Context: an optimization exercise on an open-source flow, tuned for a short achievable clock period and few clock cycles. The choices shown serve that exercise and are no tape-out recipe. Function was checked by simulation only, so behaviour that the tests miss may differ from the original. Power and IR drop assume default switching activity.

### flow/run.sh
#!/bin/bash
# synth_recipe.tcl (not shown) runs the flow's synth.tcl, then flattens the netlist and writes it again
# the make line also repeats each setting of config.mk as NAME=value (left out here)
make -C /OpenROAD-flow-scripts/flow DESIGN_CONFIG=/design/flow/config.mk WORK_HOME=/design/flow/orfs CLKGATE_MAP_FILE= SYNTH_SCRIPT=/design/flow/synth_recipe.tcl finish
### flow/config.mk
export PLATFORM = sky130hd
export DESIGN_NAME = minrv_core
export DESIGN_NICKNAME = minrv_core
export VERILOG_FILES = /design/flow/design.v
export SDC_FILE = /design/flow/constraint.sdc
export NUM_CORES = 4
export LEC_CHECK = 0
export CAP_MARGIN = 20
export CORE_MARGIN = 2
export CORE_UTILIZATION = 30
export SETUP_SLACK_MARGIN = 0.2
export SLEW_MARGIN = 20
### flow/constraint.sdc
create_clock -name core_clock -period 16.5 [get_ports {clk}]
set_input_delay 3.3000 -clock core_clock [delete_from_list [all_inputs] [get_ports {clk}]]
set_output_delay 3.3000 -clock core_clock [all_outputs]
set_load 0.01 [all_outputs]
### flow/design.v
`timescale 1ns/1ns
`default_nettype none
module minrv_core (
	input  logic                   clk,
	input  logic                   resetn,
	output logic [32-1:0] insn_addr,
	input  logic [32-1:0] insn,
	output logic                   mem_valid,
	output logic                   mem_instr,
	input  logic                   mem_ready,
	output logic [32-1:0] mem_addr,
	output logic [32-1:0] mem_wdata,
	output logic [3:0]             mem_wstrb,
	output logic [3:0]             mem_rmask,
	input  logic [32-1:0] mem_rdata,
	output logic                   trap
);
	localparam int BN = 32;  
	localparam int TW = 6;   
	logic [31:0] pc_f;
	logic        v_d;
	logic [31:0] insn_d;
	logic [31:0] pc_d;
	logic        pt_d;      
	logic        hit_d;     
	logic [1:0]  ctr_d;
	logic [29:0] ptgt_d;
	logic        v_e;
	logic [31:0] pc_e;
	logic [31:0] rv1_e, rv2_e;
	logic [4:0]  rs1_e, rs2_e, rd_e;
	logic [31:0] imm_e;
	logic [31:0] pre_e;     
	logic [31:0] pc4_e;
	logic [31:0] pct_e;     
	logic        tok_e;     
	logic        pt_e, hit_e;
	logic [1:0]  ctr_e;
	logic [29:0] ptgt_e;
	logic [2:0]  f3_e;
	logic        alt_e, bimm_e, usepre_e, we_e;
	logic        ld_e, st_e, br_e, jal_e, jalr_e, ill_e;
	logic        mv_m;      
	logic [31:0] addr_m, wdata_m;
	logic [3:0]  wstrb_m, rmask_m;
	logic        we_m, ld_m;
	logic [4:0]  rd_m;
	logic [2:0]  f3_m;
	logic [31:0] res_m;
	logic        trap_q;
	logic [BN-1:0]      btb_v;
	logic [BN*TW-1:0]   btb_tag;
	logic [BN*30-1:0]   btb_tgt;
	logic [BN*2-1:0]    btb_ctr;
	assign insn_addr = pc_f;
	assign mem_valid = mv_m;
	assign mem_instr = 1'b0;
	assign mem_addr  = addr_m;
	assign mem_wdata = wdata_m;
	assign mem_wstrb = wstrb_m;
	assign mem_rmask = rmask_m;
	assign trap      = trap_q;
	logic        mstall;
	logic [31:0] ldv_m;
	logic [31:0] wbv_m;
	assign mstall = mv_m && !mem_ready;
	always_comb begin
		case (f3_m)
			3'b000:  ldv_m = {{24{mem_rdata[7]}}, mem_rdata[7:0]};
			3'b001:  ldv_m = {{16{mem_rdata[15]}}, mem_rdata[15:0]};
			3'b100:  ldv_m = {24'b0, mem_rdata[7:0]};
			3'b101:  ldv_m = {16'b0, mem_rdata[15:0]};
			default: ldv_m = mem_rdata;
		endcase
	end
	assign wbv_m = ld_m ? ldv_m : res_m;
	logic [32*32-1:0] rf;
	assign rf[31:0] = 32'b0;
	for (genvar i = 1; i < 32; i++) begin : g_rf
		logic [31:0] q;
		always_ff @(posedge clk) begin
			if (i == 2 && !resetn) begin
				q <= 32'h0001_0000;
			end else if (we_m && rd_m == i) begin
				q <= wbv_m;
			end
		end
		assign rf[32*i +: 32] = q;
	end
	logic [4:0]    bidx_f;
	logic [TW-1:0] btag_f;
	logic          bhit_f, btake_f;
	logic [29:0]   btgt_f;
	logic [1:0]    bctr_f;
	logic [31:0]   npc_f;
	assign bidx_f  = pc_f[6:2];
	assign btag_f  = pc_f[7+TW-1:7];
	assign btgt_f  = btb_tgt[30*bidx_f +: 30];
	assign bctr_f  = btb_ctr[2*bidx_f +: 2];
	assign bhit_f  = btb_v[bidx_f] && (btb_tag[TW*bidx_f +: TW] == btag_f);
	assign btake_f = bhit_f && bctr_f[1];
	assign npc_f   = btake_f ? {btgt_f, 2'b00} : pc_f + 32'd4;
	logic [6:0]  opc_d;
	logic [2:0]  f3_d;
	logic [6:0]  f7_d;
	logic [4:0]  rs1_d, rs2_d, rd_d;
	logic        lui_d, auipc_d, jal_d, jalr_d, br_d, ld_d, st_d, opi_d, op_d;
	logic        ill_d;
	logic        alt_d;
	logic        use1_d, use2_d, wr_d;
	logic [31:0] imm_d;
	logic [31:0] pct_d, pc4_d, pre_d;
	logic [31:0] rv1_d, rv2_d;
	logic        lu_stall;
	assign opc_d = insn_d[6:0];
	assign f3_d  = insn_d[14:12];
	assign f7_d  = insn_d[31:25];
	assign rs1_d = insn_d[19:15];
	assign rs2_d = insn_d[24:20];
	assign rd_d  = insn_d[11:7];
	assign lui_d   = opc_d == 7'b0110111;
	assign auipc_d = opc_d == 7'b0010111;
	assign jal_d   = opc_d == 7'b1101111;
	assign jalr_d  = opc_d == 7'b1100111;
	assign br_d    = opc_d == 7'b1100011;
	assign ld_d    = opc_d == 7'b0000011;
	assign st_d    = opc_d == 7'b0100011;
	assign opi_d   = opc_d == 7'b0010011;
	assign op_d    = opc_d == 7'b0110011;
	always_comb begin
		ill_d = 1'b0;
		if (jalr_d) ill_d = f3_d != 3'b000;
		else if (br_d) ill_d = f3_d[2:1] == 2'b01;
		else if (ld_d) ill_d = f3_d == 3'b011 || f3_d[2:1] == 2'b11;
		else if (st_d) ill_d = f3_d[2] || f3_d[1:0] == 2'b11;
		else if (opi_d || op_d) begin
			case (f3_d)
				3'b000:  ill_d = op_d && f7_d != 7'h00 && f7_d != 7'h20;
				3'b001:  ill_d = f7_d != 7'h00;
				3'b101:  ill_d = f7_d != 7'h00 && f7_d != 7'h20;
				default: ill_d = op_d && f7_d != 7'h00;
			endcase
		end else if (!(lui_d || auipc_d || jal_d)) ill_d = 1'b1;
	end
	assign alt_d  = insn_d[30] && (op_d || f3_d == 3'b101);
	assign use1_d = jalr_d || br_d || ld_d || st_d || opi_d || op_d;
	assign use2_d = br_d || st_d || op_d;
	assign wr_d   = (lui_d || auipc_d || jal_d || jalr_d || ld_d || opi_d || op_d) && rd_d != 5'd0;
	always_comb begin
		if (lui_d || auipc_d)  imm_d = {insn_d[31:12], 12'b0};
		else if (jal_d)        imm_d = {{12{insn_d[31]}}, insn_d[19:12], insn_d[20], insn_d[30:21], 1'b0};
		else if (br_d)         imm_d = {{20{insn_d[31]}}, insn_d[7], insn_d[30:25], insn_d[11:8], 1'b0};
		else if (st_d)         imm_d = {{21{insn_d[31]}}, insn_d[30:25], insn_d[11:7]};
		else                   imm_d = {{21{insn_d[31]}}, insn_d[30:20]};
	end
	assign pct_d = pc_d + imm_d;
	assign pc4_d = pc_d + 32'd4;
	assign pre_d = lui_d ? imm_d : auipc_d ? pct_d : pc4_d;
	assign rv1_d = (we_m && rd_m == rs1_d) ? wbv_m : rf[32*rs1_d +: 32];
	assign rv2_d = (we_m && rd_m == rs2_d) ? wbv_m : rf[32*rs2_d +: 32];
	assign lu_stall = v_d && v_e && ld_e && we_e &&
		((use1_d && rs1_d == rd_e) || (use2_d && rs2_d == rd_e));
	logic [31:0] a_e, b_e, ob_e;
	logic [31:0] alu_e, addr_e, res_e;
	logic        eq_e, lt_e, ltu_e, take_e;
	logic        slt_e, sltu_e;
	logic [31:0] npc_e;
	logic        misp_e, misal_e, trap_e;
	logic        redirect;
	logic        fwd1, fwd2;
	logic [3:0]  mask_e;
	assign fwd1 = we_m && rd_m == rs1_e;
	assign fwd2 = we_m && rd_m == rs2_e;
	assign a_e  = fwd1 ? res_m : rv1_e;
	assign b_e  = fwd2 ? res_m : rv2_e;
	assign ob_e = bimm_e ? imm_e : b_e;
	logic [31:0] sra_e;
	assign sra_e = $signed(a_e) >>> ob_e[4:0];
	assign eq_e  = a_e == b_e;
	assign lt_e  = $signed(a_e) < $signed(b_e);
	assign ltu_e = a_e < b_e;
	assign slt_e  = $signed(a_e) < $signed(ob_e);
	assign sltu_e = a_e < ob_e;
	always_comb begin
		case (f3_e)
			3'b000:  take_e = eq_e;
			3'b001:  take_e = !eq_e;
			3'b100:  take_e = lt_e;
			3'b101:  take_e = !lt_e;
			3'b110:  take_e = ltu_e;
			default: take_e = !ltu_e;
		endcase
	end
	always_comb begin
		case (f3_e)
			3'b000:  alu_e = alt_e ? a_e - ob_e : a_e + ob_e;
			3'b001:  alu_e = a_e << ob_e[4:0];
			3'b010:  alu_e = {31'b0, slt_e};
			3'b011:  alu_e = {31'b0, sltu_e};
			3'b100:  alu_e = a_e ^ ob_e;
			3'b101:  alu_e = alt_e ? sra_e : a_e >> ob_e[4:0];
			3'b110:  alu_e = a_e | ob_e;
			default: alu_e = a_e & ob_e;
		endcase
	end
	assign addr_e = a_e + imm_e;
	assign res_e  = usepre_e ? pre_e : alu_e;
	always_comb begin
		npc_e   = pc4_e;
		misp_e  = pt_e;
		misal_e = 1'b0;
		if (jalr_e) begin
			npc_e   = {addr_e[31:1], 1'b0};
			misp_e  = !pt_e || addr_e[31:2] != ptgt_e;
			misal_e = addr_e[1];
		end else if (jal_e) begin
			npc_e   = pct_e;
			misp_e  = !pt_e || !tok_e;
			misal_e = pct_e[1];
		end else if (br_e && take_e) begin
			npc_e   = pct_e;
			misp_e  = !pt_e || !tok_e;
			misal_e = pct_e[1];
		end
	end
	assign trap_e   = v_e && (ill_e || misal_e);
	assign redirect = v_e && !trap_e && misp_e;
	always_comb begin
		case (f3_e[1:0])
			2'b00:   mask_e = 4'b0001;
			2'b01:   mask_e = 4'b0011;
			default: mask_e = 4'b1111;
		endcase
	end
	logic go_e;  
	assign go_e = v_e && !trap_e && !trap_q;
	always_ff @(posedge clk) begin
		if (!resetn) begin
			pc_f <= 32'h0001_0000;
			v_d  <= 1'b0;
		end else if (!mstall) begin
			if (trap_e || trap_q) begin
				v_d <= 1'b0;
			end else if (redirect) begin
				pc_f <= npc_e;
				v_d  <= 1'b0;
			end else if (!lu_stall) begin
				pc_f <= npc_f;
				v_d  <= 1'b1;
			end
		end
	end
	always_ff @(posedge clk) begin
		if (!mstall && !lu_stall) begin
			insn_d <= insn;
			pc_d   <= pc_f;
			pt_d   <= btake_f;
			hit_d  <= bhit_f;
			ctr_d  <= bctr_f;
			ptgt_d <= btgt_f;
		end
	end
	always_ff @(posedge clk) begin
		if (!resetn) begin
			v_e <= 1'b0;
		end else if (!mstall) begin
			v_e <= v_d && !lu_stall && !redirect && !trap_e && !trap_q;
		end
	end
	always_ff @(posedge clk) begin
		if (!mstall) begin
			pc_e     <= pc_d;
			rv1_e    <= rv1_d;
			rv2_e    <= rv2_d;
			rs1_e    <= rs1_d;
			rs2_e    <= rs2_d;
			rd_e     <= rd_d;
			imm_e    <= imm_d;
			pre_e    <= pre_d;
			pc4_e    <= pc4_d;
			pct_e    <= pct_d;
			tok_e    <= pct_d[31:2] == ptgt_d;
			pt_e     <= pt_d;
			hit_e    <= hit_d;
			ctr_e    <= ctr_d;
			ptgt_e   <= ptgt_d;
			f3_e     <= f3_d;
			alt_e    <= alt_d;
			bimm_e   <= !(op_d || br_d);
			usepre_e <= lui_d || auipc_d || jal_d || jalr_d;
			we_e     <= wr_d && !ill_d;
			ld_e     <= ld_d && !ill_d;
			st_e     <= st_d && !ill_d;
			br_e     <= br_d && !ill_d;
			jal_e    <= jal_d;
			jalr_e   <= jalr_d && !ill_d;
			ill_e    <= ill_d;
		end
	end
	always_ff @(posedge clk) begin
		if (!resetn) begin
			mv_m   <= 1'b0;
			we_m   <= 1'b0;
			trap_q <= 1'b0;
		end else if (!mstall) begin
			mv_m   <= go_e && (ld_e || st_e);
			we_m   <= go_e && we_e;
			trap_q <= trap_q || trap_e;
		end
	end
	always_ff @(posedge clk) begin
		if (!mstall) begin
			addr_m  <= addr_e;
			wdata_m <= b_e;
			wstrb_m <= st_e ? mask_e : 4'b0000;
			rmask_m <= ld_e ? mask_e : 4'b0000;
			ld_m    <= ld_e;
			rd_m    <= rd_e;
			f3_m    <= f3_e;
			res_m   <= res_e;
		end
	end
	logic [4:0]    bidx_e;
	logic [TW-1:0] btag_e;
	logic          cf_e, tk_e;
	logic [1:0]    nctr_e;
	assign bidx_e = pc_e[6:2];
	assign btag_e = pc_e[7+TW-1:7];
	assign cf_e   = jal_e || jalr_e || br_e;
	assign tk_e   = jal_e || jalr_e || (br_e && take_e);
	always_comb begin
		if (!hit_e) nctr_e = tk_e ? 2'd2 : 2'd1;
		else if (tk_e) nctr_e = (ctr_e == 2'd3) ? 2'd3 : ctr_e + 2'd1;
		else nctr_e = (ctr_e == 2'd0) ? 2'd0 : ctr_e - 2'd1;
	end
	for (genvar j = 0; j < BN; j++) begin : g_btb
		logic upd;
		assign upd = v_e && !trap_e && bidx_e == j && (tk_e || hit_e);
		always_ff @(posedge clk) begin
			if (!resetn) begin
				btb_v[j] <= 1'b0;
			end else if (upd) begin
				btb_v[j] <= cf_e;
			end
		end
		always_ff @(posedge clk) begin
			if (upd) begin
				btb_tag[TW*j +: TW] <= btag_e;
				btb_ctr[2*j +: 2]   <= nctr_e;
				if (tk_e) begin
					btb_tgt[30*j +: 30] <= npc_e[31:2];
				end
			end
		end
	end
endmodule
`default_nettype wire
==> qor.yml, run 1 <==
totalPowerFinal_uw: 18500
cp_top_family: "simple AND/OR/NAND/NOR gates"
drc: 0
synth-seq-cells: 2752
max_stage_delay_ns: 1.11
cts_tree: "done"
timing.final.crit_share_pct: 56.6
path_max_fanout: 37
synth_cell_types: 91
io_buffers: 172
ctsResizeCount: 0
post_drt_wl_per_cell_um: 31.7
crit_type: "reg -> reg"
cts_sinks: 2752
fmax_mhz: 107
drt-total-wl_um: 447000
cts.reportedPaths.clkPinSlew_ns: 0.06
fin_crit_ns: 9.33
num_vias: 79255
cts_made_buffers: 301
synth.net_count: 8200
die_y_um: 661
synthArstFlopShare_pct: 0
drt.antenna.violating_nets: 0
grt_setup_unrepaired: "no"
seq_area_frac_synth_pct: 63.0
synth_ff_type: "edfxtp_1"
ir_worst_vdd_uv: 85.6
hold_violations: 0
worstMarginPinSlew_ns: 1.20
antenna_found_initial: 28
hpwl_um: 297000
routabilityCongestion: 0.953
status: "complete, no violations"
drive_gt1_share_pct: 23.8
cts-root-buf: "clkbuf_16"
grt_max_degree: 150
fin_setup_tns_ns: 0
synth_cells: 7936
clock_path_buffers: 4
avgViaCountPerCell: 5.63
holdCritPathClass: "reg -> reg"
syn_to_final_growth_pct: 15.2
dieArea_um2: 437000
grt_pass1_wl_um: 621000
syn_avg_cell_area_um2: 16.3
fin_nets: 8385
synth_edf_count: 2651
slew_viol_final: 0
critPathBufInv: 4
setup_viol: 0
cp_data_arrival_time_ns: 9.91
clock_latency_ns: 0.98
maxCapViolations: 0
clock_skew_ns: 0.111
drtIter0Drc: 10830
grt_usage_pct: 19.9
yosysWarnings: 1
firstDrtPassIters: 6
grt-ovfl-total: 0
power.density_nw_per_um2: 124
crit_path_end_kind: "register"
rows: 241
p_leak_uw: 0.0485
slowest_stage: "nor2_4"
fill_cells: 40262
grt_pass1_vias: 78682
syn_area_um2: 130000
required_ns: 17.08
start_util_pct: 30.1
cts_hold_buf: 0
ios: 174
h-tree-depth: 5
coreArea_um2: 430000
slew_headroom_pct: 19.7
crit_top_cell: "buf_4"
post_cts_buffers: 0
critPathLaunchType: "register"
die_width_um: 661
worstPathCellList: "xor2_1, nor4_1, and3_2, buf_4, mux2i_1, inv_1, ha_1, nand4_1, or4_1, a21oi_1, nor4_1, buf_4, o31ai_4, xor2_1, a311oi_2, nor2_4, buf_4, or2_1, o21ai_1, nor2_1, nand3_1, nor2_4"
## layout make-up
type	count	area [um2]	area share [%]
flip-flops and latches	2752	81600	54.7
multi-input cells	4462	46000	30.8
clock buffers	380	8170	5.47
inverters	191	727	0.487
well taps	5710	7140	4.79
diodes	14	35.0	0.0235
repair buffers	413	3820	2.56
clock inverters	160	1670	1.12
## power by group
group | internal [uW] | switching (uW) | total [uW] | leakage [uW]
registers | 8140 | 310 | 8450 | 0.0259
clock network | 3930 | 2870 | 6800 | 0.00482
logic | 1180 | 2070 | 3250 | 0.0178
## state kept, by name, indices dropped and copies added, names as in the netlist, 64 cells and up
name / cells
g_rf.q: 992
btb_tag: 192
btb_tgt: 960
btb_ctr: 64
## layout by cell type (no fill, tap or decap), types with 26 or more instances in the layout
| cell type | instances |
|---|---|
| xor2_1 | 99 |
| nand4_1 | 38 |
| ha_1 | 193 |
| o2111a_1 | 30 |
| clkinv_1 | 47 |
| clkbuf_16 | 308 |
| nor2b_1 | 27 |
| mux2i_1 | 288 |
| nor4_1 | 27 |
| o21ai_0 | 245 |
| xnor2_1 | 117 |
| dfxtp_1 | 96 |
| a21o_1 | 49 |
| edfxtp_1 | 2651 |
| clkbuf_1 | 53 |
| a31oi_1 | 50 |
| nand3_1 | 100 |
| o211ai_1 | 36 |
| a211oi_1 | 50 |
| mux2_2 | 142 |
| a22o_1 | 47 |
| a21oi_1 | 415 |
| clkinv_2 | 57 |
| and2_1 | 27 |
| inv_1 | 179 |
| nand2b_1 | 29 |
| nor2_1 | 406 |
| bufinv_16 | 26 |
| nand2_1 | 509 |
| buf_4 | 222 |
| nor3_1 | 55 |
| a21boi_0 | 34 |
| mux4_2 | 978 |
| nor2_4 | 67 |
| clkdlybuf4s50_1 | 171 |
## per-layer routing
metal	part of all wire (%)	GRT usage [%]
met1	40	27.0
met2	46	31.1
met3	8.5	3.33
met4	5.7	9.58
met5	0.011	0
## worst paths after layout
kind | startpoint | to | slack [ns] | cells past startpoint
setup / recovery | rd_m[2]$_DFFE_PN_ | btb_tgt[619]$_DFFE_PP_ | 7.17 | 22
hold reg to reg | pt_d$_DFFE_PP_ | pt_e$_DFFE_PN_ | 0.42 | 0
hold / removal | pt_d$_DFFE_PP_ | pt_e$_DFFE_PN_ | 0.42 | 0
setup reg to reg | rd_m[2]$_DFFE_PN_ | btb_tgt[619]$_DFFE_PP_ | 7.17 | 22
## per-stage QoR
stage | cells | util, % | setup WS (ns) | cell area, um2 | hold WS, ns
6_report | 14082 | 34.7 | 7.17 | 149000 | 0.419
4_1_cts | 14055 | 34.6 | 7.19 | 149000 | 0.421
5_1_grt | 14074 | 34.7 | 6.69 | 149000 | 0.444
3_3_place_gp | 13513 | 32.3 | 7.12 | 139000 | 0.400
3_5_place_dp | 13515 | 32.3 | 7.17 | 139000 | 0.407
2_1_floorplan | 7936 | - | 1.44 | 130000 | 0.400
## cells in the mapped netlist (59+ instances only)
cell	n	area (um2)
nand2_1	510	1910
mux2i_1	292	2920
a31oi_1	59	369
nand3_1	101	505
ha_1	193	2410
xnor2_1	120	1050
dfxtp_1	101	2020
clkbuf_1	373	1400
buf_1	94	353
edfxtp_1	2651	79600
a21oi_1	416	2080
xor2_1	99	867
o21ai_0	278	1390
mux4_2	978	22000
nor2_1	475	1780
mux2_2	142	1600
inv_1	181	679
## kinds of logic (layout without fill, tap and decap cells)
logic type	count (synthesis)	count (layout)	synth area share [%]
adders and majority gates	198	198	1.93
DFF	2752	2752	63.0
muxes	1412	1412	20.5
and+or+nand+nor	1404	1404	4.84
AOI/OAI and AO/OA	1227	1227	6.02
other	1	15	0.00290
xor gates and xnor gates	220	220	1.50
buffers and inverters	722	1144	2.17
Testbench counts, summed over its fixed seeds: cycles 36,902.
==> run 2: changes to the inputs <==
--- a/flow/design.v
+++ b/flow/design.v
@@ -19,2 +19,3 @@
 	localparam int TW = 6;   
+	localparam int GW = 11;  
 	logic [31:0] pc_f;
@@ -30,3 +31,3 @@
 	logic [31:0] rv1_e, rv2_e;
-	logic [4:0]  rs1_e, rs2_e, rd_e;
+	logic [4:0]  rd_e;
 	logic [31:0] imm_e;
@@ -37,2 +38,3 @@
 	logic        pt_e, hit_e;
+	logic        fwd1, fwd2;  
 	logic [1:0]  ctr_e;
@@ -50,5 +52,7 @@
 	logic        trap_q;
+	logic        replay_q;
+	logic [31:0] lostpc;
 	logic [BN-1:0]      btb_v;
 	logic [BN*TW-1:0]   btb_tag;
-	logic [BN*30-1:0]   btb_tgt;
+	logic [BN*GW-1:0]   btb_tgt;
 	logic [BN*2-1:0]    btb_ctr;
@@ -97,3 +101,3 @@
 	assign btag_f  = pc_f[7+TW-1:7];
-	assign btgt_f  = btb_tgt[30*bidx_f +: 30];
+	assign btgt_f  = {pc_f[31:GW+2], btb_tgt[GW*bidx_f +: GW]};
 	assign bctr_f  = btb_ctr[2*bidx_f +: 2];
@@ -160,3 +164,9 @@
 	assign rv2_d = (we_m && rd_m == rs2_d) ? wbv_m : rf[32*rs2_d +: 32];
-	assign lu_stall = v_d && v_e && ld_e && we_e &&
+	logic        dred;
+	logic        pt_dx;
+	logic [29:0] ptgt_dx;
+	assign dred    = v_d && !hit_d && (jal_d || (br_d && insn_d[31] && !ill_d)) && !pct_d[1];
+	assign pt_dx   = pt_d || dred;
+	assign ptgt_dx = dred ? pct_d[31:2] : ptgt_d;
+	assign lu_stall = v_d && ve && ld_e && we_e &&
 		((use1_d && rs1_d == rd_e) || (use2_d && rs2_d == rd_e));
@@ -169,6 +179,7 @@
 	logic        redirect;
-	logic        fwd1, fwd2;
 	logic [3:0]  mask_e;
-	assign fwd1 = we_m && rd_m == rs1_e;
-	assign fwd2 = we_m && rd_m == rs2_e;
+	logic        ve;
+	logic [29:0] jx_e, jy_e, jk_e;
+	logic        jc_e, jok_e;
+	assign ve = v_e && !replay_q;
 	assign a_e  = fwd1 ? res_m : rv1_e;
@@ -206,2 +217,7 @@
 	assign addr_e = a_e + imm_e;
+	assign jx_e  = a_e[31:2];
+	assign jy_e  = imm_e[31:2];
+	assign jc_e  = (a_e[1] && imm_e[1]) || ((a_e[1] || imm_e[1]) && a_e[0] && imm_e[0]);
+	assign jk_e  = {((jx_e[28:0] & jy_e[28:0]) | ((jx_e[28:0] | jy_e[28:0]) & ~ptgt_e[28:0])), jc_e};
+	assign jok_e = &(~(jx_e ^ jy_e ^ ptgt_e ^ jk_e));
 	assign res_e  = usepre_e ? pre_e : alu_e;
@@ -213,3 +229,3 @@
 			npc_e   = {addr_e[31:1], 1'b0};
-			misp_e  = !pt_e || addr_e[31:2] != ptgt_e;
+			misp_e  = !pt_e || !jok_e;
 			misal_e = addr_e[1];
@@ -225,4 +241,4 @@
 	end
-	assign trap_e   = v_e && (ill_e || misal_e);
-	assign redirect = v_e && !trap_e && misp_e;
+	assign trap_e   = ve && (ill_e || misal_e);
+	assign redirect = ve && !trap_e && misp_e;
 	always_comb begin
@@ -235,3 +251,15 @@
 	logic go_e;  
-	assign go_e = v_e && !trap_e && !trap_q;
+	assign go_e = ve && !trap_e && !trap_q;
+	always_ff @(posedge clk) begin
+		if (!resetn) begin
+			replay_q <= 1'b0;
+		end else begin
+			replay_q <= mstall;
+		end
+	end
+	always_ff @(posedge clk) begin
+		if (!replay_q) begin
+			lostpc <= ve ? pc_e : v_d ? pc_d : pc_f;
+		end
+	end
 	always_ff @(posedge clk) begin
@@ -240,12 +268,13 @@
 			v_d  <= 1'b0;
-		end else if (!mstall) begin
-			if (trap_e || trap_q) begin
-				v_d <= 1'b0;
-			end else if (redirect) begin
-				pc_f <= npc_e;
-				v_d  <= 1'b0;
-			end else if (!lu_stall) begin
-				pc_f <= npc_f;
-				v_d  <= 1'b1;
-			end
+		end else if (replay_q) begin
+			pc_f <= lostpc;
+			v_d  <= 1'b0;
+		end else if (trap_e || trap_q) begin
+			v_d <= 1'b0;
+		end else if (redirect) begin
+			pc_f <= npc_e;
+			v_d  <= 1'b0;
+		end else if (!lu_stall) begin
+			pc_f <= dred ? pct_d : npc_f;
+			v_d  <= !dred;
 		end
@@ -253,3 +282,3 @@
 	always_ff @(posedge clk) begin
-		if (!mstall && !lu_stall) begin
+		if (!lu_stall) begin
 			insn_d <= insn;
@@ -265,4 +294,4 @@
 			v_e <= 1'b0;
-		end else if (!mstall) begin
-			v_e <= v_d && !lu_stall && !redirect && !trap_e && !trap_q;
+		end else begin
+			v_e <= v_d && !replay_q && !lu_stall && !redirect && !trap_e && !trap_q;
 		end
@@ -270,30 +299,28 @@
 	always_ff @(posedge clk) begin
-		if (!mstall) begin
-			pc_e     <= pc_d;
-			rv1_e    <= rv1_d;
-			rv2_e    <= rv2_d;
-			rs1_e    <= rs1_d;
-			rs2_e    <= rs2_d;
-			rd_e     <= rd_d;
-			imm_e    <= imm_d;
-			pre_e    <= pre_d;
-			pc4_e    <= pc4_d;
-			pct_e    <= pct_d;
-			tok_e    <= pct_d[31:2] == ptgt_d;
-			pt_e     <= pt_d;
-			hit_e    <= hit_d;
-			ctr_e    <= ctr_d;
-			ptgt_e   <= ptgt_d;
-			f3_e     <= f3_d;
-			alt_e    <= alt_d;
-			bimm_e   <= !(op_d || br_d);
-			usepre_e <= lui_d || auipc_d || jal_d || jalr_d;
-			we_e     <= wr_d && !ill_d;
-			ld_e     <= ld_d && !ill_d;
-			st_e     <= st_d && !ill_d;
-			br_e     <= br_d && !ill_d;
-			jal_e    <= jal_d;
-			jalr_e   <= jalr_d && !ill_d;
-			ill_e    <= ill_d;
-		end
+		pc_e     <= pc_d;
+		rv1_e    <= rv1_d;
+		rv2_e    <= rv2_d;
+		fwd1     <= go_e && we_e && rd_e == rs1_d;
+		fwd2     <= go_e && we_e && rd_e == rs2_d;
+		rd_e     <= rd_d;
+		imm_e    <= imm_d;
+		pre_e    <= pre_d;
+		pc4_e    <= pc4_d;
+		pct_e    <= pct_d;
+		tok_e    <= dred || pct_d[31:2] == ptgt_d;
+		pt_e     <= pt_dx;
+		hit_e    <= hit_d;
+		ctr_e    <= ctr_d;
+		ptgt_e   <= ptgt_dx;
+		f3_e     <= f3_d;
+		alt_e    <= alt_d;
+		bimm_e   <= !(op_d || br_d);
+		usepre_e <= lui_d || auipc_d || jal_d || jalr_d;
+		we_e     <= wr_d && !ill_d;
+		ld_e     <= ld_d && !ill_d;
+		st_e     <= st_d && !ill_d;
+		br_e     <= br_d && !ill_d;
+		jal_e    <= jal_d;
+		jalr_e   <= jalr_d && !ill_d;
+		ill_e    <= ill_d;
 	end
@@ -322,8 +349,9 @@
 	end
-	logic [4:0]    bidx_e;
-	logic [TW-1:0] btag_e;
 	logic          cf_e, tk_e;
 	logic [1:0]    nctr_e;
-	assign bidx_e = pc_e[6:2];
-	assign btag_e = pc_e[7+TW-1:7];
+	logic          u_v, u_cf, u_tk;
+	logic [4:0]    u_idx;
+	logic [TW-1:0] u_tag;
+	logic [1:0]    u_ctr;
+	logic [GW-1:0] u_tgt;
 	assign cf_e   = jal_e || jalr_e || br_e;
@@ -335,5 +363,20 @@
 	end
+	always_ff @(posedge clk) begin
+		if (!resetn) begin
+			u_v <= 1'b0;
+		end else begin
+			u_v <= ve && !trap_e && (tk_e || hit_e);
+		end
+	end
+	always_ff @(posedge clk) begin
+		u_cf  <= cf_e;
+		u_tk  <= tk_e;
+		u_idx <= pc_e[6:2];
+		u_tag <= pc_e[7+TW-1:7];
+		u_ctr <= nctr_e;
+		u_tgt <= npc_e[GW+1:2];
+	end
 	for (genvar j = 0; j < BN; j++) begin : g_btb
 		logic upd;
-		assign upd = v_e && !trap_e && bidx_e == j && (tk_e || hit_e);
+		assign upd = u_v && u_idx == j;
 		always_ff @(posedge clk) begin
@@ -342,3 +385,3 @@
 			end else if (upd) begin
-				btb_v[j] <= cf_e;
+				btb_v[j] <= u_cf;
 			end
@@ -347,6 +390,6 @@
 			if (upd) begin
-				btb_tag[TW*j +: TW] <= btag_e;
-				btb_ctr[2*j +: 2]   <= nctr_e;
-				if (tk_e) begin
-					btb_tgt[30*j +: 30] <= npc_e[31:2];
+				btb_tag[TW*j +: TW] <= u_tag;
+				btb_ctr[2*j +: 2]   <= u_ctr;
+				if (u_tk) begin
+					btb_tgt[GW*j +: GW] <= u_tgt;
 				end
--- a/flow/config.mk
+++ b/flow/config.mk
@@ -10,3 +10,3 @@
 export CORE_UTILIZATION = 30
-export SETUP_SLACK_MARGIN = 0.2
+export SETUP_SLACK_MARGIN = 5
 export SLEW_MARGIN = 20
==> run 2 against run 1 <==
  * Final area fell by 18%
  * Sequential share of layout area shrank 3.8 points
  * Area after synthesis down 18%
  * Still clean on timing, DRC and antenna
  * Die area decreased by 18%
  * Sequential power is 22% lower
  * Non-clock buffer count is 48 lower
  * Sequential cell count fell by 556
  * Clock power shrank 23%
  * Synthesized cell count down 5.6%
  * Clock skew shrank 0.013 ns
  * Critical path depth shrank 3
==> qor.yml, run 2 <==
setup_viol: 0  # unchanged
syn_area_um2: 106000  # was 130000 um2
firstDrtPassIters: 6  # unchanged
final_cell_mix: "edfxtp_1, mux4_2, nand2_1"  # unchanged
cts_made_buffers: 232  # was 301
clock_latency_ns: 0.96  # was 0.98 ns
hp-start: "ctr_d[1]$_DFFE_PN_"  # was pt_d$_DFFE_PP_
die_y_um: 600  # was 661 um
io_buffers: 172  # unchanged
cp_data_arrival_time_ns: 7.95  # was 9.91 ns
netlist_top_cells_area: "edfxtp_1, mux4_2, dfxtp_1, mux2i_1, ha_1"  # was edfxtp_1, mux4_2, mux2i_1, ha_1, a21oi_1
critPathLaunchType: "register"  # unchanged
post_drt_wl_per_cell_um: 29.6  # was 31.7 um
grt-ovfl-total: 0  # unchanged
r2r_slack_ns: 9.15  # was 7.17 ns
power_switching_uw: 4050  # was 5240 uW
timing.final.crit_share_pct: 44.5  # was 56.6%
seq_power_share_pct: 46.3  # was 45.7%
drive_gt1_share_pct: 19.1  # was 23.8%
routabilityCongestion: 0.984  # was 0.953
p_leak_uw: 0.0413  # was 0.0485 uW
slew_headroom_pct: 18.4  # was 19.7%
die_width_um: 600  # was 661 um
whs_path_depth: 0  # unchanged
clock_path_buffers: 4  # unchanged
yosysMostFrequentCell: "edfxtp_1"  # unchanged
syn_to_final_growth_pct: 14.3  # was 15.2%
holdCritPathClass: "reg -> reg"  # unchanged
rows: 218  # was 241
cts_tree: "done"  # unchanged
dp_cells: 12065  # was 13515
coreArea_um2: 353000  # was 430000 um2
clock_skew_ns: 0.0986  # was 0.111 ns
top_regs: "g_rf.q: 992 flops, btb_tgt: 352 flops, btb_tag: 192 flops"  # was g_rf.q: 992 flops, btb_tgt: 960 flops, btb_tag: 192 flops
holdWs_ns: 0.343  # was 0.419 ns
yosysTopAreaCellShare_pct: 50.5  # was 61.5%
synth_top_cells_by_count: "edfxtp_1, mux4_2, nand2_1, a21oi_1, nor2_1"  # was edfxtp_1, mux4_2, nand2_1, nor2_1, a21oi_1
r2r-start: "fwd2$_DFF_P_"  # was rd_m[2]$_DFFE_PN_
drt-total-wl_um: 371000  # was 447000 um
cts_hold_buf: 0  # unchanged
ctsResizeCount: 0  # unchanged
instances_no_fill: 12529  # was 14082
grt_pass1_wl_um: 521000  # was 621000 um
power.density_nw_per_um2: 117  # was 124 nW/um2
synth_cells: 7488  # was 7936
grt_usage_pct: 20.2  # was 19.9%
grt_pass1_vias: 68973  # was 78682
synthArstFlopShare_pct: 0  # unchanged
synth.net_count: 7811  # was 8200
largest_reg_flops: 992  # unchanged
hold_violations: 0  # unchanged
yosys.area.top_type: "edfxtp_1"  # unchanged
slew_viol_final: 0  # unchanged
final_common_cell: "edfxtp_1"  # unchanged
status: "complete, no violations"  # unchanged
start_util_pct: 30.2  # was 30.1%
cts.reportedPaths.clkPinSlew_ns: 0.07  # was 0.06 ns
worstReg2RegEnd: "res_m[30]$_DFFE_PN_"  # was btb_tgt[619]$_DFFE_PP_
h-tree-depth: 4  # was 5
dieArea_um2: 360000  # was 437000 um2
power_frac_clock_pct: 36.5  # was 36.7%
netSwitchingFraction_pct: 28.4  # about the same
fin_nets: 7892  # was 8385
avgViaCountPerCell: 5.56  # was 5.63
drc: 0  # unchanged
grt_setup_unrepaired: "no"  # unchanged
maxCapViolations: 0  # unchanged
r2r_cells: 19  # was 22
ir_worst_vdd_uv: 106  # was 85.6 uV
synth-seq-cells: 2196  # was 2752
fmax_mhz: 136  # was 107 MHz
antenna_found_initial: 37  # was 28
syn_avg_cell_area_um2: 14.2  # was 16.3 um2
regMostFlops: "g_rf.q"  # unchanged
hpwl_um: 247000  # was 297000 um
yosysWarnings: 1  # unchanged
crit_type: "reg -> reg"  # unchanged
synth_ff_type: "edfxtp_1"  # unchanged
post_cts_buffers: 0  # unchanged
worstMarginPinSlew_ns: 1.21  # was 1.20 ns
ios: 174  # unchanged
cts-root-buf: "clkbuf_16"  # unchanged
combPwrFrac_pct: 17.2  # was 17.6%
seq_area_frac_synth_pct: 58.1  # was 63.0%
crit_path_end_kind: "register"  # unchanged
fin_setup_tns_ns: 0  # unchanged
drtIter0Drc: 8228  # was 10830
synth_edf_count: 1790  # was 2651
fin_crit_ns: 7.35  # was 9.33 ns
synth_cell_types: 93  # was 91
hold_path_end: "ctr_e[1]$_DFF_P_"  # was pt_e$_DFFE_PN_
p_int_uw: 10200  # was 13300 uW
grt_max_degree: 109  # was 150
drt.antenna.violating_nets: 0  # unchanged
num_vias: 69716  # was 79255
path_max_fanout: 59  # was 37
cts_sinks: 2196  # was 2752
required_ns: 17.10  # was 17.08 ns
## run 2: cell count changes after synthesis, moves of 83 or more
cell,change
edfxtp_1,-861
dfxtp_1,+305
mux4_2,-224
o21ai_0,+122
a21oi_1,+90
mux2_2,-83
## run 2: logic make-up after synthesis
group,synth area share (%)
flops,58.1
compound gates,8.47
simple gates,5.91
mux,19.5
buf+inv,2.90
fa+ha+maj,3.24
xor+xnor,1.84
other cells,0.00352
## run 2: power groups by stage
stage | Combinational (uW) | Clock (uW) | Sequential, uW
after floorplan | 1490 | 0 | 6590
after global placement | 2400 | 0 | 6720
after detailed placement | 2410 | 0 | 6730
after CTS | 2420 | 5300 | 6610
after global routing | 2590 | 5510 | 6630
final | 2450 | 5220 | 6610
## run 2: layer usage
metal  routed length [um]  part of all wire, %  up-vias  global-route usage [%]
met5                  104                0.028        -                       0
li1                     -                    -    29230                       -
met3                30900                  8.3      727                    3.31
met1               147000                   39    35990                    26.5
met2               173000                   47     3753                    32.1
met4                21100                  5.7       16                    10.5
## run 2: worst max-delay path by stage
stage	to	cells after the start	start
detailed placement	pc_f[14]$_SDFFE_PN0P_	17	fwd1$_DFF_P_
floorplan	addr_m[0]$_DFFE_PN_	1	mem_ready
finish	res_m[30]$_DFFE_PN_	19	fwd2$_DFF_P_
global route	pc_f[26]$_SDFFE_PN0P_	17	fwd1$_DFF_P_
global placement	pc_f[14]$_SDFFE_PN0P_	17	fwd1$_DFF_P_
CTS	pc_f[27]$_SDFFE_PN0P_	17	fwd1$_DFF_P_
## run 2: worst max-delay path, stage by stage (launching register included)
cell and delay [ns]:
dfxtp_2 0.31, buf_4 0.46, mux2_2 0.46, mux2i_4 0.15, buf_4 0.59, clkinv_1 0.32, ha_1 0.33, fa_1 0.46
a21o_1 0.20, a311o_1 0.42, a21bo_2 0.27, a2111oi_0 1.01, o41ai_1 0.39, a221oi_1 0.68, o21ai_0 0.16, a2111oi_0 0.45
a211oi_1 0.10, xnor2_1 0.16, nand2_1 0.07, a21oi_1 0.06
## run 2: layout make-up
class	count	area [um2]
Multi-Input combinational cell	4515	42000
Inverter	259	977
Timing Repair Buffer	365	3220
Antenna cell	27	67.6
Sequential cell	2196	61900
Clock inverter	127	1210
Fill cell	33871	231000
Clock buffer	310	6310
Tap cell	4730	5920
## run 2: through the flow
stage,worst slack [ns],instance area [um2],total power [uW],utilization [%]
5_1_grt,8.79,122000,14700,34.5
3_3_place_gp,9.15,114000,9120,32.3
3_5_place_dp,9.02,114000,9140,32.3
4_1_cts,9.08,121000,14300,34.4
6_report,9.15,122000,14300,34.5
2_1_floorplan,9.95,106000,8080,-
Testbench counts of run 2, summed over its fixed seeds: cycles 36,555.
==> run 3: changes to the inputs <==
==> flow/flow/run.sh (new file) <==
#!/bin/bash
# standard synthesis, then the standard layout with timing repair aiming well below the
# clock period (the sdc and the period are unchanged)
set -euo pipefail
bash standard.sh synth > synth.log 2>&1
bash standard.sh SETUP_SLACK_MARGIN=11 TNS_END_PERCENT=30 finish > layout.log 2>&1
==> flow/standard.sh (new file) <==
#!/bin/bash
# synth_recipe.tcl (not shown) runs the flow's synth.tcl, then flattens the netlist and writes it again
# the make line also repeats each setting of config.mk as NAME=value (left out here)
make -C /OpenROAD-flow-scripts/flow DESIGN_CONFIG=/design/flow/config.mk WORK_HOME=/design/flow/orfs CLKGATE_MAP_FILE= SYNTH_SCRIPT=/design/flow/synth_recipe.tcl "${@:-finish}"
--- a/flow/config.mk
+++ b/flow/config.mk
@@ -10,3 +10,2 @@
 export CORE_UTILIZATION = 30
-export SETUP_SLACK_MARGIN = 5
 export SLEW_MARGIN = 20
removed: flow/run.sh
==> run 3 against run 2 <==
  * Sequential power is essentially flat
  * Total power grew 0.34%
  * Critical path type is now reg -> out
  * Register-to-register slack gained 1.9 ns
  * Synthesized cell count is the same
  * Final area grew 0.96%
  * Critical path depth shrank 17
==> qor.yml, run 3 <==
synth_top_cells_by_count: "edfxtp_1, mux4_2, nand2_1, a21oi_1, nor2_1"  # unchanged
fmax_mhz: 181  # was 136 MHz
fill_cells: 33813  # was 33871
cts_made_buffers: 238  # was 232
rows: 218  # unchanged
drc: 0  # unchanged
critPathBufInv: 2  # was 3
totalPowerFinal_uw: 14300  # about the same
final_cell_mix: "edfxtp_1, mux4_2, nand2_1"  # unchanged
worstPathCellList: "buf_12, clkdlybuf4s50_1"  # was buf_4, mux2_2, mux2i_4, buf_4, clkinv_1, ha_1, fa_1, a21o_1, a311o_1, a21bo_2, a2111oi_0, o41ai_1, a221oi_1, o21ai_0, a2111oi_0, a211oi_1, xnor2_1, nand2_1, a21oi_1
yosys.area.top_type: "edfxtp_1"  # unchanged
grt-ovfl-total: 0  # unchanged
worstMarginPinSlew_ns: 1.18  # was 1.21 ns
drt.antenna.violating_nets: 0  # unchanged
grt_pass1_vias: 69335  # was 68973
synth_edf_count: 1790  # unchanged
maxCapViolations: 0  # unchanged
critPathLaunchType: "register"  # unchanged
cts.reportedPaths.clkPinSlew_ns: 0.06  # was 0.07 ns
top_regs: "g_rf.q: 992 flops, btb_tgt: 352 flops, btb_tag: 192 flops"  # unchanged
regMostFlops: "g_rf.q"  # unchanged
avgViaCountPerCell: 5.54  # was 5.56
required_ns: 13.20  # was 17.10 ns
cts_sinks: 2196  # unchanged
antenna_found_initial: 30  # was 37
syn_avg_cell_area_um2: 14.2  # unchanged
power.density_nw_per_um2: 117  # about the same
drive_gt1_share_pct: 20.2  # was 19.1%
fin_crit_ns: 5.53  # was 7.35 ns
fin_util_pct: 34.8  # was 34.5%
syn_area_um2: 106000  # unchanged
instances_no_fill: 12564  # was 12529
grt_max_degree: 148  # was 109
die_y_um: 600  # unchanged
grt_pass1_wl_um: 522000  # was 521000 um
clock_path_buffers: 4  # unchanged
clock_skew_ns: 0.130  # was 0.0986 ns
hold_violations: 0  # unchanged
crit_path_end_kind: "primary output"  # was register
holdWs_ns: 0.321  # was 0.343 ns
seq_area_frac_synth_pct: 58.1  # unchanged
yosysMostFrequentCell: "edfxtp_1"  # unchanged
grt_usage_pct: 20.2  # about the same
slew_headroom_pct: 21.1  # was 18.4%
slowest_stage: "clkdlybuf4s50_1"  # was a2111oi_0
clock_latency_ns: 0.96  # about the same
seq_power_share_pct: 46.1  # was 46.3%
firstDrtPassIters: 6  # unchanged
cp_data_arrival_time_ns: 2.23  # was 7.95 ns
largest_reg_flops: 992  # unchanged
io_buffers: 172  # unchanged
num_vias: 69647  # was 69716
cts_tree: "done"  # unchanged
synth-seq-cells: 2196  # unchanged
slew_viol_final: 0  # unchanged
final_common_cell: "edfxtp_1"  # unchanged
start_util_pct: 30.2  # unchanged
dieArea_um2: 360000  # unchanged
ir_worst_vdd_uv: 105  # was 106 uV
power_frac_clock_pct: 36.2  # was 36.5%
drtIter0Drc: 8657  # was 8228
yosysWarnings: 1  # unchanged
coreArea_um2: 353000  # unchanged
synth_cells: 7488  # unchanged
netSwitchingFraction_pct: 28.4  # about the same
grt_setup_unrepaired: "yes"  # was no
p_leak_uw: 0.0417  # was 0.0413 uW
yosysTopAreaCellShare_pct: 50.5  # unchanged
dp_cells: 12053  # was 12065
post_drt_wl_per_cell_um: 29.8  # was 29.6 um
crit_type: "reg -> out"  # was reg -> reg
cp_top_family: "buffers and inverters"  # was compound AO/OA/AOI/OAI gates
p_int_uw: 10300  # was 10200 uW
synthArstFlopShare_pct: 0  # unchanged
fin_nets: 7938  # was 7892
h-tree-depth: 4  # unchanged
syn_to_final_growth_pct: 15.4  # was 14.3%
max_stage_delay_ns: 0.60  # was 1.01 ns
hpwl_um: 243000  # was 247000 um
power_switching_uw: 4060  # was 4050 uW
synth_ff_type: "edfxtp_1"  # unchanged
routabilityCongestion: 0.997  # was 0.984
synth.net_count: 7811  # unchanged
fin_setup_tns_ns: 0  # unchanged
cts_hold_buf: 0  # unchanged
cts-root-buf: "clkbuf_16"  # unchanged
path_max_fanout: 38  # was 59
timing.final.crit_share_pct: 33.5  # was 44.5%
combPwrFrac_pct: 17.7  # was 17.2%
ios: 174  # unchanged
die_width_um: 600  # unchanged
status: "complete, no violations"  # unchanged
netlist_top_cells_area: "edfxtp_1, mux4_2, dfxtp_1, mux2i_1, ha_1"  # unchanged
setup_viol: 0  # unchanged
drt-total-wl_um: 374000  # was 371000 um
holdCritPathClass: "reg -> reg"  # unchanged
synth_cell_types: 93  # unchanged
run 3: power by group through the flow:
stage	logic [uW]	clock network, uW	registers (uW)
after floorplan	1490	0	6590
after global placement	2390	0	6720
after detailed placement	2410	0	6730
after CTS	2470	5270	6600
after global routing	2680	5470	6620
final	2540	5190	6600
run 3: cells by family (layout without fill, tap and decap cells):
kind of cell / count (synthesis) / in the layout / share of synthesized area, %
DFF: 2196 / 2196 / 58.1
and+or+nand+nor: 1431 / 1431 / 5.91
AOI/OAI and AO/OA: 1480 / 1480 / 8.47
other: 1 / 22 / 0.00352
buffers and inverters: 777 / 1102 / 2.90
xor gates and xnor gates: 222 / 222 / 1.84
adders and majority gates: 256 / 256 / 3.24
muxes: 1125 / 1125 / 19.5
run 3: stage by stage:
| step | instance area [um2] | worst slack (ns) |
|---|---|---|
| after floorplan | 106000 | 10.92 |
| after global placement | 114000 | 9.58 |
| after detailed placement | 114000 | 9.64 |
| after CTS | 122000 | 10.84 |
| after global routing | 123000 | 10.86 |
| final | 123000 | 10.97 |
run 3: cell type report:
class / instances / area (um2) / share of cell area (%)
Tap cell: 4730 / 5920 / 4.82
Timing Repair Buffer: 405 / 3950 / 3.21
Inverter: 259 / 985 / 0.802
Antenna cell: 21 / 52.6 / 0.0428
Multi-Input combinational cell: 4515 / 42500 / 34.6
Clock inverter: 117 / 1030 / 0.843
Sequential cell: 2196 / 61900 / 50.4
Clock buffer: 321 / 6470 / 5.27
run 3: what timing repair did:
item | 4_1_cts | 5_1_grt
resized for setup | 70 | 87
cloned | 1 | 6
pin swaps | 3 | 14
endpoints found under the setup margin | 105 | 71
setup buffers | 8 | 37
run 3: path summary, 6_finish.rpt:
kind | start | endpoint | slack, ns | depth (start not counted)
setup / recovery | pc_f[3]$_SDFFE_PN0P_ | insn_addr[3] | 10.97 | 2
hold / removal | pc_e[6]$_DFF_P_ | u_idx[4]$_DFF_P_ | 0.32 | 0
setup reg to reg | fwd1$_DFF_P_ | pc_f[31]$_SDFFE_PN0P_ | 11.06 | 16
hold reg to reg | pc_e[6]$_DFF_P_ | u_idx[4]$_DFF_P_ | 0.32 | 0
run 3: per-layer routing:
| layer | share of wire (%) | GRT usage (%) | vias to the layer above |
|---|---|---|---|
| met1 | 39 | 26.6 | 35809 |
| li1 | - | - | 29329 |
| met5 | 0.030 | 0 | - |
| met3 | 8.3 | 3.24 | 833 |
| met4 | 6.6 | 11.5 | 18 |
| met2 | 46 | 31.7 | 3658 |
==> run 4: changes to the inputs <==
--- a/flow/design.v
+++ b/flow/design.v
@@ -170,2 +170,8 @@
 	assign ptgt_dx = dred ? pct_d[31:2] : ptgt_d;
+	logic [29:0] tx_d, ty_d, tk_d;
+	logic        tok_d;
+	assign tx_d  = pc_d[31:2];
+	assign ty_d  = imm_d[31:2];
+	assign tk_d  = {((tx_d[28:0] & ty_d[28:0]) | ((tx_d[28:0] | ty_d[28:0]) & ~ptgt_d[28:0])), 1'b0};
+	assign tok_d = &(~(tx_d ^ ty_d ^ ptgt_d ^ tk_d));
 	assign lu_stall = v_d && ve && ld_e && we_e &&
@@ -309,3 +315,3 @@
 		pct_e    <= pct_d;
-		tok_e    <= dred || pct_d[31:2] == ptgt_d;
+		tok_e    <= dred || tok_d;
 		pt_e     <= pt_dx;
--- a/flow/config.mk
+++ b/flow/config.mk
@@ -9,3 +9,3 @@
 export CORE_MARGIN = 2
-export CORE_UTILIZATION = 30
+export CORE_UTILIZATION = 50
 export SLEW_MARGIN = 20
==> run 4 against run 3 <==
  * Still clean on timing, DRC and antenna
  * Sequential cell count unchanged
  * Fmax is 0.66% lower
  * Worst hold slack improved by 0.019 ns
  * Utilization is 22 points higher
  * Sequential power is 0.9% higher
  * Total power increased by 1.6%
  * Largest cell class unchanged
==> qor.yml, run 4 <==
status: "complete, no violations"  # unchanged
drive_gt1_share_pct: 21.2  # was 20.2%
synthArstFlopShare_pct: 0  # unchanged
seq_area_frac_synth_pct: 57.4  # was 58.1%
cts.reportedPaths.clkPinSlew_ns: 0.06  # about the same
fin_nets: 7943  # was 7938
clock_skew_ns: 0.0926  # was 0.130 ns
routabilityCongestion: 0.996  # was 0.997
p_int_uw: 10500  # was 10300 uW
synth_ff_type: "edfxtp_1"  # unchanged
top_regs: "g_rf.q: 992 flops, btb_tgt: 352 flops, btb_tag: 192 flops"  # unchanged
crit_type: "reg -> out"  # unchanged
maxCapViolations: 0  # unchanged
drt-total-wl_um: 355000  # was 374000 um
avgViaCountPerCell: 6.50  # was 5.54
p_leak_uw: 0.0417  # about the same
grt_max_degree: 89  # was 148
max_stage_delay_ns: 0.71  # was 0.60 ns
drt.antenna.violating_nets: 0  # unchanged
rows: 170  # was 218
final_cell_mix: "edfxtp_1, mux4_2, nand2_1"  # unchanged
cts-root-buf: "clkbuf_16"  # unchanged
ir_worst_vdd_uv: 119  # was 105 uV
syn_to_final_growth_pct: 12.5  # was 15.4%
regMostFlops: "g_rf.q"  # unchanged
yosys.area.top_type: "edfxtp_1"  # unchanged
grt_setup_unrepaired: "yes"  # unchanged
fin_crit_ns: 5.57  # was 5.53 ns
netlist_top_cells_area: "edfxtp_1, mux4_2, dfxtp_1, ha_1, mux2i_1"  # was edfxtp_1, mux4_2, dfxtp_1, mux2i_1, ha_1
crit_path_end_kind: "primary output"  # unchanged
ios: 174  # unchanged
cts_made_buffers: 227  # was 238
synth_edf_count: 1790  # unchanged
post_drt_wl_per_cell_um: 33.4  # was 29.8 um
yosysTopAreaCellShare_pct: 49.8  # was 50.5%
dieArea_um2: 219000  # was 360000 um2
final_common_cell: "edfxtp_1"  # unchanged
yosysWarnings: 1  # unchanged
multiInputGateArea_um2: 43400  # was 42500 um2
grt_pass1_wl_um: 501000  # was 522000 um
start_util_pct: 50.3  # was 30.2%
antenna_found_initial: 12  # was 30
coreArea_um2: 214000  # was 353000 um2
syn_area_um2: 108000  # was 106000 um2
holdWs_ns: 0.340  # was 0.321 ns
worstMarginPinSlew_ns: 1.22  # was 1.18 ns
num_vias: 69098  # was 69647
cts_sinks: 2196  # unchanged
fill_cells: 17090  # was 33813
fin_setup_tns_ns: 0  # unchanged
required_ns: 13.20  # about the same
die_y_um: 468  # was 600 um
critPathBufInv: 1  # was 2
synth_top_cells_by_count: "edfxtp_1, mux4_2, nand2_1, nor2_1, dfxtp_1"  # was edfxtp_1, mux4_2, nand2_1, a21oi_1, nor2_1
finalInstanceArea_um2: 121000  # was 123000 um2
power_frac_clock_pct: 36.9  # was 36.2%
area.sequential_um2: 61900  # about the same
drtIter0Drc: 8908  # was 8657
power_switching_uw: 4090  # was 4060 uW
path_max_fanout: 36  # was 38
slowest_stage: "dfxtp_4"  # was clkdlybuf4s50_1
totalPowerFinal_uw: 14600  # was 14300 uW
netSwitchingFraction_pct: 28.1  # was 28.4%
yosysMostFrequentCell: "edfxtp_1"  # unchanged
holdCritPathClass: "reg -> reg"  # unchanged
setup_viol: 0  # unchanged
synth_cells: 7496  # was 7488
cp_data_arrival_time_ns: 2.27  # was 2.23 ns
syn_avg_cell_area_um2: 14.4  # was 14.2 um2
die_width_um: 468  # was 600 um
dpl_cell_area_um2: 113000  # was 114000 um2
firstDrtPassIters: 6  # unchanged
clock_path_buffers: 3  # was 4
power.density_nw_per_um2: 120  # was 117 nW/um2
synth_cell_types: 91  # was 93
largest_reg_flops: 992  # unchanged
seq_power_share_pct: 45.7  # was 46.1%
hold_violations: 0  # unchanged
fmax_mhz: 179  # was 181 MHz
critPathLaunchType: "register"  # unchanged
synth-seq-cells: 2196  # unchanged
grt_pass1_vias: 68011  # was 69335
cts_tree: "done"  # unchanged
worstPathCellList: "clkdlybuf4s50_1"  # was buf_12, clkdlybuf4s50_1
grt_usage_pct: 32.1  # was 20.2%
grt-ovfl-total: 0  # unchanged
drc: 0  # unchanged
cp_top_family: "flip-flops"  # was buffers and inverters
clock_latency_ns: 0.90  # was 0.96 ns
slew_viol_final: 0  # unchanged
synth.net_count: 7859  # was 7811
io_buffers: 172  # unchanged
slew_headroom_pct: 18.1  # was 21.1%
timing.final.crit_share_pct: 33.8  # was 33.5%
hpwl_um: 232000  # was 243000 um
h-tree-depth: 4  # unchanged
combPwrFrac_pct: 17.3  # was 17.7%
run 4: logic make-up (layout without fill, tap and decap cells):
logic type	Yosys count	count (layout)	synth area share, %
flops	2196	2196	57.4
mux	1169	1170	19.8
other cells	1	9	0.00348
compound gates	1391	1391	8.22
fa+ha+maj	296	296	3.74
buf+inv	820	1107	3.11
simple gates	1378	1378	5.78
xor+xnor	245	245	1.99
run 4: cell type report:
| class | count | area share [%] |
|---|---|---|
| flip-flops and latches | 2196 | 51.0 |
| multi-input cells | 4481 | 35.8 |
| clock buffers | 288 | 5.02 |
| well taps | 2838 | 2.93 |
| repair buffers | 381 | 2.85 |
| clock inverters | 145 | 1.44 |
| inverters | 293 | 0.912 |
| diodes | 8 | 0.0165 |
run 4: repair_timing:
| item | 4_1_cts | 5_1_grt |
|---|---|---|
| resized for setup | 25 | 51 |
| endpoints found under the setup margin | 62 | 65 |
| buffers inserted | 3 | 3 |
| pin swaps | 1 | 2 |
| hold buffers | 0 | 0 |
| gates cloned | 1 | 0 |
run 4: metal layers:
| layer | share of wire (%) | GRT usage (%) | wire length [um] | up-vias |
|---|---|---|---|---|
| li1 | - | - | - | 29214 |
| met1 | 41 | 45.6 | 145000 | 35653 |
| met2 | 45 | 48.6 | 160000 | 3519 |
| met3 | 8.6 | 5.27 | 30300 | 710 |
| met4 | 5.5 | 15.4 | 19400 | 2 |
| met5 | 0.0056 | 0 | 20 | - |
run 4: per-stage QoR:
step	worst slack, ns	std cells	util (%)
floorplan	10.92	7496	-
global placement	10.27	10182	52.7
detailed placement	10.26	10182	52.7
CTS	10.76	10619	56.4
global route	10.86	10623	56.6
finish	10.93	10630	56.6
run 4: path summary, 6_finish.rpt:
kind,startpoint,to,slack (ns),cells after the start
hold reg to reg,pc_e[3]$_DFF_P_,u_idx[1]$_DFF_P_,0.34,0
setup / recovery,pc_f[4]$_SDFFE_PN0P_,insn_addr[4],10.93,1
setup reg to reg,fwd1$_DFF_P_,pc_f[31]$_SDFFE_PN0P_,11.17,18
hold / removal,pc_e[3]$_DFF_P_,u_idx[1]$_DFF_P_,0.34,0
run 4: power by group through the flow:
stage	clock network [uW]	logic, uW	registers (uW)
4_1_cts	5430	2460	6660
2_1_floorplan	0	1580	6620
3_5_place_dp	0	2450	6770
5_1_grt	5660	2680	6680
3_3_place_gp	0	2430	6760
6_report	5370	2530	6660
Testbench counts of run 4, summed over its fixed seeds: cycles 36,555.
==> run 5: changes to the inputs <==
--- a/flow/design.v
+++ b/flow/design.v
@@ -53,2 +53,4 @@
 	logic        replay_q;
+	logic        jfix_q;    
+	logic [31:0] jtgt_q;
 	logic [31:0] lostpc;
@@ -167,3 +169,3 @@
 	logic [29:0] ptgt_dx;
-	assign dred    = v_d && !hit_d && (jal_d || (br_d && insn_d[31] && !ill_d)) && !pct_d[1];
+	assign dred    = v_d && !hit_d && (jal_d || (br_d && insn_d[31] && !ill_d)) && !imm_d[1];
 	assign pt_dx   = pt_d || dred;
@@ -234,3 +236,3 @@
 		if (jalr_e) begin
-			npc_e   = {addr_e[31:1], 1'b0};
+			npc_e   = pc4_e;  
 			misp_e  = !pt_e || !jok_e;
@@ -266,2 +268,10 @@
 	always_ff @(posedge clk) begin
+		if (!resetn) begin
+			jfix_q <= 1'b0;
+		end else begin
+			jfix_q <= redirect && jalr_e && !mstall;
+		end
+		jtgt_q <= {addr_e[31:1], 1'b0};
+	end
+	always_ff @(posedge clk) begin
 		if (!replay_q) begin
@@ -277,2 +287,5 @@
 			v_d  <= 1'b0;
+		end else if (jfix_q) begin
+			pc_f <= jtgt_q;
+			v_d  <= 1'b0;
 		end else if (trap_e || trap_q) begin
@@ -357,3 +370,3 @@
 	logic [1:0]    nctr_e;
-	logic          u_v, u_cf, u_tk;
+	logic          u_v, u_cf, u_tk, u_hit;
 	logic [4:0]    u_idx;
@@ -373,3 +386,3 @@
 		end else begin
-			u_v <= ve && !trap_e && (tk_e || hit_e);
+			u_v <= ve && (cf_e || hit_e);
 		end
@@ -379,2 +392,3 @@
 		u_tk  <= tk_e;
+		u_hit <= hit_e;
 		u_idx <= pc_e[6:2];
@@ -382,3 +396,3 @@
 		u_ctr <= nctr_e;
-		u_tgt <= npc_e[GW+1:2];
+		u_tgt <= jalr_e ? addr_e[GW+1:2] : pct_e[GW+1:2];
 	end
@@ -386,3 +400,3 @@
 		logic upd;
-		assign upd = u_v && u_idx == j;
+		assign upd = u_v && (u_tk || u_hit) && u_idx == j;
 		always_ff @(posedge clk) begin
==> flow/flow/run.sh (replaced) <==
#!/bin/bash
# standard synthesis, then the standard layout with timing repair aiming well below the
# clock period (the sdc and the period are unchanged); ports are buffered with buf_8
set -euo pipefail
bash standard.sh synth > synth.log 2>&1
bash standard.sh SETUP_SLACK_MARGIN=11 TNS_END_PERCENT=30 "BUFFER_PORTS_ARGS=-buffer_cell sky130_fd_sc_hd__buf_8" finish > layout.log 2>&1
--- a/flow/config.mk
+++ b/flow/config.mk
@@ -9,3 +9,3 @@
 export CORE_MARGIN = 2
-export CORE_UTILIZATION = 50
+export CORE_UTILIZATION = 30
 export SLEW_MARGIN = 20
==> run 5 against run 4 <==
  * Fmax rose by 1.8%
  * Wire length rose by 7.4%
  * Sequential power rose by 2%
  * Sequential cell count rose by 33
  * Global-route usage fell by 12 points
  * Total power rose by 2.4%
  * Critical path type unchanged
  * Largest cell class unchanged
==> qor.yml, run 5 <==
crit_path_end_kind: "primary output"  # unchanged
fmax_mhz: 183  # was 179 MHz
syn_area_um2: 109000  # was 108000 um2
slowest_stage: "buf_8"  # was dfxtp_4
cp_data_arrival_time_ns: 2.17  # was 2.27 ns
hpwl_um: 253000  # was 232000 um
max_stage_delay_ns: 0.39  # was 0.71 ns
synth_cell_types: 99  # was 91
maxCapViolations: 0  # unchanged
final_cell_mix: "edfxtp_1, mux4_2, nand2_1"  # unchanged
io_buffers: 172  # unchanged
netlist_top_cells_area: "edfxtp_1, mux4_2, dfxtp_1, ha_1, mux2i_1"  # unchanged
dieArea_um2: 367000  # was 219000 um2
path_max_fanout: 37  # was 36
avgViaCountPerCell: 5.61  # was 6.50
num_vias: 71178  # was 69098
seq_area_frac_synth_pct: 57.6  # was 57.4%
slew_headroom_pct: 22.7  # was 18.1%
synth_ff_type: "edfxtp_1"  # unchanged
holdWs_ns: 0.346  # was 0.340 ns
crit_top_cell: "buf_8"
worst_slack_ns: 11.03  # was 10.93 ns
cts_made_buffers: 237  # was 227
cts_sinks: 2229  # was 2196
top_regs: "g_rf.q: 992 flops, btb_tgt: 352 flops, btb_tag: 192 flops"  # unchanged
critPathBufInv: 3  # was 1
syn_to_final_growth_pct: 16.3  # was 12.5%
synth-seq-cells: 2229  # was 2196
firstDrtPassIters: 6  # unchanged
grt_max_degree: 114  # was 89
critPathLaunchType: "register"  # unchanged
cts-root-buf: "clkbuf_16"  # unchanged
die_y_um: 606  # was 468 um
timing.final.crit_share_pct: 33.2  # was 33.8%
yosys.area.top_type: "edfxtp_1"  # unchanged
hold_violations: 0  # unchanged
syn_avg_cell_area_um2: 14.3  # was 14.4 um2
worstPathCellList: "buf_6, buf_8, buf_8"  # was clkdlybuf4s50_1
ir_worst_vdd_uv: 89.7  # was 119 uV
yosysMostFrequentCell: "edfxtp_1"  # unchanged
routabilityCongestion: 0.963  # was 0.996
fin_crit_ns: 5.47  # was 5.57 ns
r2r-start: "bimm_e$_DFF_P_"  # was fwd1$_DFF_P_
final_common_cell: "edfxtp_1"  # unchanged
h-tree-depth: 4  # unchanged
synth.net_count: 7957  # was 7859
yosysTopAreaCellShare_pct: 49.5  # was 49.8%
setup_viol: 0  # unchanged
multiInputGateArea_um2: 43800  # was 43400 um2
die_width_um: 606  # was 468 um
instances_no_fill: 12695  # was 10630
drt.antenna.violating_nets: 0  # unchanged
drive_gt1_share_pct: 23.3  # was 21.2%
cts_tree: "done"  # unchanged
drt-total-wl_um: 381000  # was 355000 um
clock_path_buffers: 4  # was 3
p_leak_uw: 0.0430  # was 0.0417 uW
grt_setup_unrepaired: "yes"  # unchanged
drtIter0Drc: 9143  # was 8908
clock_latency_ns: 0.94  # was 0.90 ns
dpl_worst_slack_ns: 9.67  # was 10.26 ns
synth_top_cells_by_count: "edfxtp_1, mux4_2, nand2_1, dfxtp_1, nor2_1"  # was edfxtp_1, mux4_2, nand2_1, nor2_1, dfxtp_1
fill_cells: 34038  # was 17090
drc: 0  # unchanged
coreArea_um2: 360000  # was 214000 um2
power.density_nw_per_um2: 118  # was 120 nW/um2
fin_setup_tns_ns: 0  # unchanged
post_drt_wl_per_cell_um: 30.0  # was 33.4 um
synth_cells: 7594  # was 7496
antenna_found_initial: 15  # was 12
worstMarginPinSlew_ns: 1.15  # was 1.22 ns
dp_cells: 12208  # was 10182
clock_skew_ns: 0.101  # was 0.0926 ns
start_util_pct: 30.2  # was 50.3%
hp-start: "ctr_d[0]$_DFFE_PN_"  # was pc_e[3]$_DFF_P_
area.sequential_um2: 62600  # was 61900 um2
ios: 174  # unchanged
cts.reportedPaths.clkPinSlew_ns: 0.06  # about the same
grt_usage_pct: 20.2  # was 32.1%
required_ns: 13.20  # about the same
grt-ovfl-total: 0  # unchanged
startpoint: "pc_f[4]$_SDFFE_PN0P_"  # unchanged
synth_edf_count: 1790  # unchanged
fin_nets: 8066  # was 7943
slew_viol_final: 0  # unchanged
rows: 220  # was 170
crit_type: "reg -> out"  # unchanged
synthArstFlopShare_pct: 0  # unchanged
cts_hold_buf: 0  # unchanged
cp_top_family: "buffers and inverters"  # was flip-flops
holdCritPathClass: "reg -> reg"  # unchanged
yosysWarnings: 1  # unchanged
largest_reg_flops: 992  # unchanged
grt_pass1_wl_um: 535000  # was 501000 um
status: "complete, no violations"  # unchanged
totalPowerFinal_uw: 14900  # was 14600 uW
grt_pass1_vias: 70990  # was 68011
regMostFlops: "g_rf.q"  # unchanged
[run 5: per-layer routing]
layer	GRT usage (%)	share of wire, %	vias up	wire length, um
met2	31.3	45	3718	172000
met5	0	0.0037	-	14
li1	-	-	29736	-
met3	3.10	8.3	725	31700
met1	27.6	41	36997	156000
met4	10.3	5.7	2	21600
[run 5: area by class of cell]
type                            count  area share, %
Multi-Input combinational cell   4540           34.7
Tap cell                         4773           4.73
Timing Repair Buffer              389           3.65
Clock inverter                    141           1.34
Timing Repair inverter              2        0.00793
Inverter                          304          0.918
Sequential cell                  2229           49.6
Antenna cell                       12         0.0238
Clock buffer                      305           5.07
[run 5: repair_timing]
action                     CTS  global route
setup endpoints to repair   97            78
cloned                       4             4
buffers inserted             4            17
gates resized for setup     69            77
pin swaps                    1             4
[run 5: logic make-up (layout without fill, tap and decap cells)]
logic type                 Yosys count  after routing  share of synthesized area [%]
AOI/OAI and AO/OA                 1408           1408                           8.24
xor gates and xnor gates           223            223                           1.80
adders and majority gates          297            297                           3.72
buffers and inverters              825           1141                           3.03
DFF                               2229           2229                           57.6
muxes                             1176           1176                           19.7
other                                1             13                        0.00345
and+or+nand+nor                   1435           1435                           5.98
[run 5: where the power goes]
part | switching, uW | internal [uW] | leakage, uW
Combinational | 1550 | 988 | 0.0187
Clock | 2330 | 3210 | 0.00396
Sequential | 323 | 6500 | 0.0204
Total | 4200 | 10700 | 0.0430
[run 5: worst paths after layout]
kind	endpoint	slack [ns]	cells after the start
setup / recovery	insn_addr[4]	11.03	3
hold / removal	ctr_e[0]$_DFF_P_	0.35	0
setup reg to reg	res_m[29]$_DFFE_PN_	11.06	18
hold reg to reg	ctr_e[0]$_DFF_P_	0.35	0
[run 5: metrics by stage]
step	utilization, %	cell area, um2
final	35.1	126000
after floorplan	-	109000
after global placement	32.5	117000
after global routing	35.1	126000
after detailed placement	32.6	117000
after CTS	34.9	126000
Testbench counts of run 5, summed over its fixed seeds: cycles 36,711.

-- re-timing with driven ports --
No port has a modelled driver above. Below, the same layouts with a new extraction and two added sets of constraints. Step 1 (the two cells are an assumption about what drives the block):
set clk [get_ports {clk}]
set_driving_cell -lib_cell sky130_fd_sc_hd__clkbuf_16 $clk
set_driving_cell -lib_cell sky130_fd_sc_hd__buf_2 [delete_from_list [all_inputs] $clk]
Step 2 adds t to the input delays and takes it off the output delays; t is the mean of the earliest and latest rising clock arrival at the registers after step 1. Input paths then give back, and output paths get back, about the clock's delay inside the block. Slacks: no drivers / after step 1 / after step 2; pairs: no drivers / after step 1.
| run | shift t [ns] | setup slack, ns | worst register clock-pin slew, ns |
|---|---|---|---|
| run 1 | 1.045 | 7.167 / 7.167 / 7.167 | 0.07 / 0.07 |
| run 2 | 1.002 | 9.150 / 9.150 / 9.150 | 0.07 / 0.07 |
| run 3 | 0.986 | 10.965 / 10.872 / 10.445 | 0.07 / 0.07 |
| run 4 | 0.946 | 10.929 / 10.842 / 10.322 | 0.08 / 0.08 |
| run 5 | 0.982 | 11.030 / 10.934 / 10.704 | 0.08 / 0.08 |
After both steps every run listed still meets setup and hold. For run 4, which loses most, drivers alone change the setup slack by -0.087 ns; drivers and shift together by -0.607 ns.
